This design comes from an exercise in tuning for a short achievable clock period and few clock cycles on the open sky130 flow, not from production work. Function was checked by simulation only, so behaviour that the tests miss may differ from the original. No activity file was given, so power comes from the tool's default toggle rates.

===== flow/design.v =====
`timescale 1ns/1ps
package ooo_pkg;
  localparam int XLEN      = 32;
  localparam int NUM_PREGS = 32;
  localparam int PREG_W    = 5;
  localparam int IQ_DEPTH  = 4;
  typedef logic [XLEN-1:0]   xlen_t;
  typedef logic [PREG_W-1:0] preg_t;
  typedef enum logic {
    CLASS_ALU = 1'b0,
    CLASS_CMP = 1'b1
  } op_class_t;
  typedef enum logic [1:0] {
    ALU_ADD = 2'b00,
    ALU_SUB = 2'b01,
    ALU_AND = 2'b10,
    ALU_XOR = 2'b11
  } alu_op_t;
  typedef enum logic [1:0] {
    CMP_EQ  = 2'b00,
    CMP_NE  = 2'b01,
    CMP_LT  = 2'b10,
    CMP_LTU = 2'b11
  } cmp_cond_t;
  typedef struct packed {
    op_class_t  op_class;
    logic [1:0] func;
    preg_t      prs1;
    preg_t      prs2;
    preg_t      prd;
  } disp_op_t;
  typedef struct packed {
    preg_t prs1;
    preg_t prs2;
    preg_t prd;
    logic  rdy1;
    logic  rdy2;
  } src_tags_t;
  typedef struct packed {
    logic  valid;
    preg_t preg;
    xlen_t value;
  } wb_t;
endpackage
`timescale 1ns/1ps
module issue_queue #(
  parameter int  DEPTH     = ooo_pkg::IQ_DEPTH,
  parameter int  PAYLOAD_W = 2
) (
  input  logic               clk,
  input  logic               rst_n,
  input  logic               insert_valid_i,
  input  logic [PAYLOAD_W-1:0] insert_payload_i,
  input  ooo_pkg::src_tags_t insert_tags_i,
  output logic               full_o,
  input  ooo_pkg::wb_t       wb_i,
  output logic               req_valid_o,
  output logic [PAYLOAD_W-1:0] req_payload_o,
  output ooo_pkg::src_tags_t req_tags_o,
  input  logic               grant_i
);
  typedef logic [$clog2(DEPTH)-1:0] idx_t;
  typedef logic [PAYLOAD_W-1:0]     payload_t;
  logic [DEPTH-1:0] valid_q;
  payload_t         payload_q [0:DEPTH-1];
  ooo_pkg::preg_t            prs1_q    [0:DEPTH-1];
  ooo_pkg::preg_t            prs2_q    [0:DEPTH-1];
  ooo_pkg::preg_t            prd_q     [0:DEPTH-1];
  logic [DEPTH-1:0] rdy1_q;
  logic [DEPTH-1:0] rdy2_q;
  logic [DEPTH-1:0] ready_vec;
  idx_t             free_idx;
  idx_t             sel_idx;
  logic             do_insert;
  always_comb begin
    for (int i = 0; i < DEPTH; i++) begin
      ready_vec[i] = valid_q[i] && rdy1_q[i] && rdy2_q[i];
    end
  end
  always_comb begin
    free_idx = '0;
    sel_idx  = '0;
    for (int i = DEPTH - 1; i >= 0; i--) begin
      if (!valid_q[i]) begin
        free_idx = idx_t'(i);
      end
      if (ready_vec[i]) begin
        sel_idx = idx_t'(i);
      end
    end
  end
  assign full_o        = &valid_q;
  assign do_insert     = insert_valid_i && !full_o;
  assign req_valid_o   = |ready_vec;
  assign req_payload_o = payload_q[sel_idx];
  assign req_tags_o    = {prs1_q[sel_idx], prs2_q[sel_idx], prd_q[sel_idx],
                          rdy1_q[sel_idx], rdy2_q[sel_idx]};
  always_ff @(posedge clk) begin
    if (rst_n) begin
      valid_q <= '0;
    end else begin
      if (grant_i) begin
        valid_q[sel_idx] <= 1'b0;
      end
      if (do_insert) begin
        valid_q[free_idx] <= 1'b1;
      end
    end
  end
  always_ff @(posedge clk) begin
    for (int i = 0; i < DEPTH; i++) begin
      if (wb_i.valid && valid_q[i]) begin
        if (prs1_q[i] == wb_i.preg) begin
          rdy1_q[i] <= 1'b1;
        end
        if (prs2_q[i] == wb_i.preg) begin
          rdy2_q[i] <= 1'b1;
        end
      end
    end
    if (do_insert) begin
      payload_q[free_idx] <= insert_payload_i;
      prs1_q[free_idx]    <= insert_tags_i.prs1;
      prs2_q[free_idx]    <= insert_tags_i.prs2;
      prd_q[free_idx]     <= insert_tags_i.prd;
      rdy1_q[free_idx]    <= insert_tags_i.rdy1;
      rdy2_q[free_idx]    <= insert_tags_i.rdy2;
    end
  end
endmodule
`timescale 1ns/1ps
module dispatch_unit (
  input  logic                          disp_valid_i,
  input  ooo_pkg::disp_op_t             disp_op_i,
  output logic                          disp_ready_o,
  input  logic                          alu_full_i,
  input  logic                          cmp_full_i,
  input  logic [ooo_pkg::NUM_PREGS-1:0] prf_valid_i,
  input  ooo_pkg::wb_t                  wb_i,
  output logic                          alu_insert_o,
  output logic                          cmp_insert_o,
  output ooo_pkg::alu_op_t              alu_func_o,
  output ooo_pkg::cmp_cond_t            cmp_func_o,
  output ooo_pkg::src_tags_t            tags_o,
  output logic                          inval_valid_o,
  output ooo_pkg::preg_t                inval_preg_o
);
  logic is_alu;
  logic accept;
  logic wb_hit1;
  logic wb_hit2;
  assign is_alu       = (disp_op_i.op_class == ooo_pkg::CLASS_ALU);
  assign disp_ready_o = is_alu ? !alu_full_i : !cmp_full_i;
  assign accept       = disp_valid_i && disp_ready_o;
  assign alu_insert_o = accept && is_alu;
  assign cmp_insert_o = accept && !is_alu;
  assign alu_func_o = ooo_pkg::alu_op_t'(disp_op_i.func);
  assign cmp_func_o = ooo_pkg::cmp_cond_t'(disp_op_i.func);
  assign wb_hit1 = wb_i.valid && (wb_i.preg == disp_op_i.prs1);
  assign wb_hit2 = wb_i.valid && (wb_i.preg == disp_op_i.prs2);
  always_comb begin
    tags_o.prs1 = disp_op_i.prs1;
    tags_o.prs2 = disp_op_i.prs2;
    tags_o.prd  = disp_op_i.prd;
    tags_o.rdy1 = prf_valid_i[disp_op_i.prs1] || wb_hit1;
    tags_o.rdy2 = prf_valid_i[disp_op_i.prs2] || wb_hit2;
  end
  assign inval_valid_o = accept;
  assign inval_preg_o  = disp_op_i.prd;
endmodule
`timescale 1ns/1ps
module phys_regfile (
  input  logic                          clk,
  input  logic                          rst_n,
  input  ooo_pkg::preg_t                raddr1_i,
  input  ooo_pkg::preg_t                raddr2_i,
  output ooo_pkg::xlen_t                rdata1_o,
  output ooo_pkg::xlen_t                rdata2_o,
  input  ooo_pkg::wb_t                  wb_i,
  input  logic                          inval_valid_i,
  input  ooo_pkg::preg_t                inval_preg_i,
  output logic [ooo_pkg::NUM_PREGS-1:0] valid_o
);
  ooo_pkg::xlen_t                regs_q [0:ooo_pkg::NUM_PREGS-1];
  logic [ooo_pkg::NUM_PREGS-1:0] valid_q;
  assign rdata1_o = regs_q[raddr1_i];
  assign rdata2_o = regs_q[raddr2_i];
  assign valid_o  = valid_q;
  always_ff @(posedge clk) begin
    if (rst_n) begin
      valid_q <= '1;
      for (int i = 0; i < ooo_pkg::NUM_PREGS; i++) begin
        regs_q[i] <= ooo_pkg::xlen_t'(i);
      end
    end else begin
      if (wb_i.valid) begin
        regs_q[wb_i.preg]  <= wb_i.value;
        valid_q[wb_i.preg] <= 1'b1;
      end
      if (inval_valid_i) begin
        valid_q[inval_preg_i] <= 1'b0;
      end
    end
  end
endmodule
`timescale 1ns/1ps
module exec_unit (
  input  logic               clk,
  input  logic               rst_n,
  input  logic               alu_req_valid_i,
  input  ooo_pkg::alu_op_t   alu_func_i,
  input  ooo_pkg::src_tags_t alu_tags_i,
  output logic               alu_grant_o,
  input  logic               cmp_req_valid_i,
  input  ooo_pkg::cmp_cond_t cmp_cond_i,
  input  ooo_pkg::src_tags_t cmp_tags_i,
  output logic               cmp_grant_o,
  output ooo_pkg::preg_t     raddr1_o,
  output ooo_pkg::preg_t     raddr2_o,
  input  ooo_pkg::xlen_t     rdata1_i,
  input  ooo_pkg::xlen_t     rdata2_i,
  output ooo_pkg::wb_t       wb_o
);
  ooo_pkg::src_tags_t sel_tags;
  ooo_pkg::xlen_t     alu_res;
  logic      cmp_res;
  logic      wb_valid_q;
  ooo_pkg::preg_t     wb_preg_q;
  ooo_pkg::xlen_t     wb_value_q;
  assign alu_grant_o = alu_req_valid_i;
  assign cmp_grant_o = cmp_req_valid_i && !alu_req_valid_i;
  assign sel_tags = alu_req_valid_i ? alu_tags_i : cmp_tags_i;
  assign raddr1_o = sel_tags.prs1;
  assign raddr2_o = sel_tags.prs2;
  always_comb begin
    case (alu_func_i)
      ooo_pkg::ALU_ADD: alu_res = rdata1_i + rdata2_i;
      ooo_pkg::ALU_SUB: alu_res = rdata1_i - rdata2_i;
      ooo_pkg::ALU_AND: alu_res = rdata1_i & rdata2_i;
      default: alu_res = rdata1_i ^ rdata2_i;
    endcase
  end
  always_comb begin
    case (cmp_cond_i)
      ooo_pkg::CMP_EQ:  cmp_res = (rdata1_i == rdata2_i);
      ooo_pkg::CMP_NE:  cmp_res = (rdata1_i != rdata2_i);
      ooo_pkg::CMP_LT:  cmp_res = ($signed(rdata1_i) < $signed(rdata2_i));
      default: cmp_res = (rdata1_i < rdata2_i);
    endcase
  end
  always_ff @(posedge clk) begin
    if (rst_n) begin
      wb_valid_q <= 1'b0;
    end else begin
      wb_valid_q <= alu_grant_o || cmp_grant_o;
    end
  end
  always_ff @(posedge clk) begin
    if (alu_grant_o || cmp_grant_o) begin
      wb_preg_q  <= sel_tags.prd;
      wb_value_q <= alu_grant_o ? alu_res : ooo_pkg::xlen_t'(cmp_res);
    end
  end
  assign wb_o = {wb_valid_q, wb_preg_q, wb_value_q};
endmodule
`timescale 1ns/1ps
module ooo_core_top (
  input  logic              clk,
  input  logic              rst_n,
  input  logic              disp_valid_i,
  input  logic [17:0]       disp_op_i,
  output logic              disp_ready_o,
  output logic [37:0]       wb_o
);
  ooo_pkg::disp_op_t             disp_op;
  logic                 alu_insert, cmp_insert;
  ooo_pkg::alu_op_t              alu_func;
  ooo_pkg::cmp_cond_t            cmp_func;
  ooo_pkg::src_tags_t            disp_tags;
  logic                 alu_full, cmp_full;
  logic                 inval_valid;
  ooo_pkg::preg_t                inval_preg;
  logic [ooo_pkg::NUM_PREGS-1:0] prf_valid;
  logic                 alu_req_valid, cmp_req_valid;
  ooo_pkg::alu_op_t              alu_req_func;
  ooo_pkg::cmp_cond_t            cmp_req_cond;
  ooo_pkg::src_tags_t            alu_req_tags, cmp_req_tags;
  logic                 alu_grant, cmp_grant;
  ooo_pkg::preg_t                raddr1, raddr2;
  ooo_pkg::xlen_t                rdata1, rdata2;
  ooo_pkg::wb_t                  wb;
  assign disp_op = ooo_pkg::disp_op_t'(disp_op_i);
  assign wb_o    = wb;
  dispatch_unit u_dispatch (
    .disp_valid_i (disp_valid_i),  .disp_op_i    (disp_op)  ,
    .disp_ready_o (disp_ready_o),  .alu_full_i   (alu_full),
    .cmp_full_i   (cmp_full),      .prf_valid_i  (prf_valid),
    .wb_i         (wb),            .alu_insert_o (alu_insert),
    .cmp_insert_o (cmp_insert),    .alu_func_o   (alu_func),
    .cmp_func_o   (cmp_func),      .tags_o       (disp_tags),
    .inval_valid_o(inval_valid),   .inval_preg_o (inval_preg)
  );
  issue_queue #(.DEPTH(ooo_pkg::IQ_DEPTH), .PAYLOAD_W(2)) u_alu_iq (
    .clk(clk), .rst_n(rst_n),
    .insert_valid_i(alu_insert), .insert_payload_i(alu_func), .insert_tags_i(disp_tags),
    .full_o(alu_full), .wb_i(wb),
    .req_valid_o(alu_req_valid), .req_payload_o(alu_req_func), .req_tags_o(alu_req_tags),
    .grant_i(alu_grant)
  );
  issue_queue #(.DEPTH(ooo_pkg::IQ_DEPTH), .PAYLOAD_W(2)) u_cmp_iq (
    .clk(clk), .rst_n(rst_n),
    .insert_valid_i(cmp_insert), .insert_payload_i(cmp_func), .insert_tags_i(disp_tags),
    .full_o(cmp_full), .wb_i(wb),
    .req_valid_o(cmp_req_valid), .req_payload_o(cmp_req_cond), .req_tags_o(cmp_req_tags),
    .grant_i(cmp_grant)
  );
  phys_regfile u_prf (
    .clk(clk), .rst_n(rst_n),
    .raddr1_i(raddr1), .raddr2_i(raddr2), .rdata1_o(rdata1), .rdata2_o(rdata2),
    .wb_i(wb), .inval_valid_i(inval_valid), .inval_preg_i(inval_preg),
    .valid_o(prf_valid)
  );
  exec_unit u_exec (
    .clk(clk), .rst_n(rst_n),
    .alu_req_valid_i(alu_req_valid), .alu_func_i(alu_req_func),
    .alu_tags_i(alu_req_tags), .alu_grant_o(alu_grant),
    .cmp_req_valid_i(cmp_req_valid), .cmp_cond_i(cmp_req_cond),
    .cmp_tags_i(cmp_req_tags), .cmp_grant_o(cmp_grant),
    .raddr1_o(raddr1), .raddr2_o(raddr2), .rdata1_i(rdata1), .rdata2_i(rdata2),
    .wb_o(wb)
  );
endmodule

===== flow/run.sh =====
#!/bin/bash
# synth_recipe.tcl (not shown) runs the flow's synth.tcl, then flattens the netlist and writes it again
# the make line also repeats each setting of config.mk as NAME=value (left out here)
make -C /OpenROAD-flow-scripts/flow DESIGN_CONFIG=/design/flow/config.mk WORK_HOME=/design/flow/orfs CLKGATE_MAP_FILE= SYNTH_SCRIPT=/design/flow/synth_recipe.tcl finish

===== flow/config.mk =====
export PLATFORM = sky130hd
export DESIGN_NAME = ooo_core_top
export DESIGN_NICKNAME = ooo_core_top
export VERILOG_FILES = /design/flow/design.v
export SDC_FILE = /design/flow/constraint.sdc
export NUM_CORES = 4
export LEC_CHECK = 0
export CAP_MARGIN = 20
export CORE_MARGIN = 2
export CORE_UTILIZATION = 40
export PLACE_DENSITY = 0.6
export SLEW_MARGIN = 20

===== flow/constraint.sdc =====
create_clock -name core_clock -period 9.0 [get_ports {clk}]
set_input_delay 1.8000 -clock core_clock [delete_from_list [all_inputs] [get_ports {clk}]]
set_output_delay 1.8000 -clock core_clock [all_outputs]
set_load 0.01 [all_outputs]

==> results.txt <==
run status=finished clean; final core occ=0.447; ys async rst share=0; Slew Limit Headroom=0.174; final period demand of the worst path=approximately 8.4 ns; unrepaired setup endpoints after global routing=no; Clock Sinks=about 1.3k; Critical Path Sink Type=register; vias=~58k; # setup viols final=0; Synth area leader=edfxtp_1; grt total ovfl=0; area of the core region=0.178 mm2; VDD IR-drop max=~0.00023 V; Area Overhead vs Synth=11.0%; syn_nets=about 7k; later-pin clock latency in the skew report=about 0.8 ns; Worst EP required=~9.5 ns; vias in the first global route=55.2k; drt pass-1 iters=9; Post-synth top cells=edfxtp_1, nand2_1, and2_1, clkbuf_1, mux2i_1; Final period util=0.929; Hold Buf Count CTS=0; Total Routing Usage GR=0.296; crit-path cells=and3_1 -> nor4_4 -> buf_4 -> o221ai_2 -> o21ai_4 -> buf_12 -> buf_4 -> mux2i_1 -> a221oi_1 -> nor4_1 -> nand4b_1 -> ha_1 -> nand4_1 -> a2111oi_0 -> nand3_1 -> a21oi_1 -> a21oi_1 -> o31ai_1 -> o21ai_0 -> nand3_1 -> a31oi_1; WP data arrival=8.87 ns; initial antenna violation count=12; Max Slew Vio Count=0; #FFs+latches synth=1254; gp weighted congestion=approximately 0.96; worst setup path class=register to register; skew final=~0.057 ns; Initial Utilization=0.402; Post-synth EDFFs=1197; Routed Antenna Nets=0; register area share after synthesis=0.517; Yosys top cell area share=0.501; DPL Wire Length=about 180000 um; Leak=roughly 29 nW; Gate Count Post-Synth=between 6k and 7k; Hold Fails Final Rpt=0; Setup TNS Final=0 ns; Routed WL=between 200000 and 300000 um; Die W=about 430 um; Post-Syn Area=0.0717 mm2; Critical Path Slowest Stage Cell=nor4_1; routed vias/inst=between 6 and 7; IO Count=60; Fmax achieved=around 0.12 GHz; Resized cells post-CTS=0; Die Y=between 400 and 500 um; clk buf depth=3; die area=0.183 mm2; CTS tree=yes; WL/cell=between 30 and 40 um; largest net degree at the start of global routing=121; Yosys cell types=between 90 and 100; nets@finish=6822; RR Startpoint=u_alu_iq.valid_q[2]; total CTS buffers=145; main flop type after synthesis=edfxtp_1; crit-path max FO=30; fill count=16.3k; crit start category=register; Port Buffers=59; slowest stage delay, CP=between 1 and 1.5 ns; Setup Buffers After CTS=0; initial drt markers=slightly above 8k; first-pass GRT wire length=roughly 400000 um; synth top area cells=edfxtp_1, and2_1, nand2_1; H-tree Lvls=4; Worst Tran Pin Value=about 1.2 ns; Residual DRC=0; Pwr Density=212 mW/mm2; Yosys Warn Count=4; share of cells above drive strength 1=0.102; Synth Area per Inst=10.4 um2; Clock Root Buffer=clkbuf_16; Hold WC Path Type=register to register; max cap viols=0; Final Power=16.8 mW; count leader, synth=edfxtp_1; clock transition at the registers of the reported paths=approximately 0.060 ns; Worst setup startpoint=u_alu_iq.valid_q[2]; HP Start=u_prf.valid_q[16]; Site Rows=around 160
[power breakdown]
group | leakage [nW] | internal [mW] | switching (mW)
Sequential | 12.3 | 6.59 | 0.116
Clock | 2.25 | 3.34 | 2.60
Combinational | 14.5 | 1.25 | 2.96
[cell type report]
| type | count | area [um2] | area share |
|---|---|---|---|
| clock buffer | 179 | 3780 | 0.0475 |
| multi-input combinational | 4938 | 31900 | 0.400 |
| timing repair buffer | 320 | 2800 | 0.0351 |
| antenna | 9 | 22.5 | 0.000283 |
| clock inverter | 82 | 901 | 0.0113 |
| inverter | 52 | 195 | 0.00245 |
| tap | 2355 | 2950 | 0.0370 |
| sequential | 1254 | 37100 | 0.466 |
[state kept, by name, summed over array words and instances (netlist names)]
register	count
u_cmp_iq.payload_q	8
u_cmp_iq.prd_q	20
u_alu_iq.prs1_q	20
u_prf.regs_q	1024
u_exec.wb_valid_q	1
u_alu_iq.prd_q	20
u_alu_iq.valid_q	4
u_cmp_iq.prs1_q	20
u_cmp_iq.valid_q	4
u_alu_iq.rdy2_q	4
u_exec.wb_value_q	32
u_cmp_iq.prs2_q	20
u_alu_iq.prs2_q	20
u_alu_iq.payload_q	8
u_cmp_iq.rdy2_q	4
u_prf.valid_q	32
u_cmp_iq.rdy1_q	4
u_alu_iq.rdy1_q	4
u_exec.wb_preg_q	5
[final timing paths]
kind	endpoint	slack, ns	cells past startpoint
setup reg to reg	u_exec.wb_value_q[29]	0.64	21
hold / removal	u_prf.valid_q[16]	0.50	2
setup / recovery	u_exec.wb_value_q[29]	0.64	21
hold reg to reg	u_prf.valid_q[16]	0.50	2
[logic make-up (layout without fill, tap and decap cells)]
family / Yosys count / in the layout / share of synthesized area
fa+ha+maj: 90 / 90 / 0.0159
mux: 419 / 419 / 0.0738
other cells: 0 / 9 / 0
flops: 1254 / 1254 / 0.517
compound gates: 1075 / 1075 / 0.105
buf+inv: 693 / 633 / 0.0430
simple gates: 3256 / 3256 / 0.233
xor+xnor: 98 / 98 / 0.0120
[critical path: cells and delay by family, from the launching register on]
| family | cells | cell delay [ns] |
|---|---|---|
| AOI/OAI and AO/OA | 9 | 2.74 |
| DFF | 1 | 0.42 |
| and+or+nand+nor | 7 | 2.72 |
| buffers and inverters | 3 | 1.07 |
| adders and majority gates | 1 | 0.80 |
| muxes | 1 | 0.22 |
[metal layers]
metal  track usage  routed length (um)  vias to the layer above  part of all wire
met1         0.406              111000                    28700              0.40
met4         0.157               15900                        0             0.057
met3        0.0545               27900                      684              0.10
met2         0.444              121000                     3685              0.44
li1              -                   -                    24800                 -
met5             0                   0                        -                 0
[stage by stage]
step / cells / area (um2) / setup WS [ns] / hold WS (ns)
6_report: 9189 / 79600 / 0.640 / 0.504
5_1_grt: 9181 / 79600 / 0.293 / 0.532
4_1_cts: 9180 / 79600 / 0.905 / 0.502
3_5_place_dp: 8919 / 74900 / 0.976 / 0.488
3_3_place_gp: 8919 / 74900 / 1.03 / 0.470
2_1_floorplan: 6885 / 71700 / 3.53 / 0.458
[layout by cell type, fill, tap and decap left out, drive strengths merged, types with 96 or more instances in the layout]
| cell type | Yosys | layout |
|---|---|---|
| nand2 | 1108 | 1108 |
| and3 | 144 | 144 |
| mux2i | 300 | 300 |
| a21oi | 270 | 270 |
| buf | 216 | 262 |
| nand3 | 294 | 294 |
| and2 | 970 | 970 |
| nor2 | 280 | 280 |
| or3 | 96 | 96 |
| a221oi | 138 | 138 |
| edfxtp | 1197 | 1197 |
| o21ai | 139 | 139 |
| clkbuf | 424 | 179 |
Testbench counts, summed over its fixed seeds: cycles 14,367.

[port drivers added, routing unchanged]
No port has a modelled driver above. Below, the same layout with a new extraction and two added sets of constraints. Step 1 assumes that a clkbuf_16 drives the clock port and a buf_2 every other input. Step 2 also shifts input and output timing later by t, the mid clock arrival at the registers, as if the neighbouring blocks saw the same clock. a / b / c = ideal ports / drivers / drivers and shift; a / b = the first two.
t, ns: 0.879
slack for setup (ns): 0.640 / 0.640 / 0.640
worst setup path at the end: register to register
After both steps this run still meets setup and hold. The setup slack of this run moves by 0.000 ns with the drivers and by 0.000 ns with both steps.
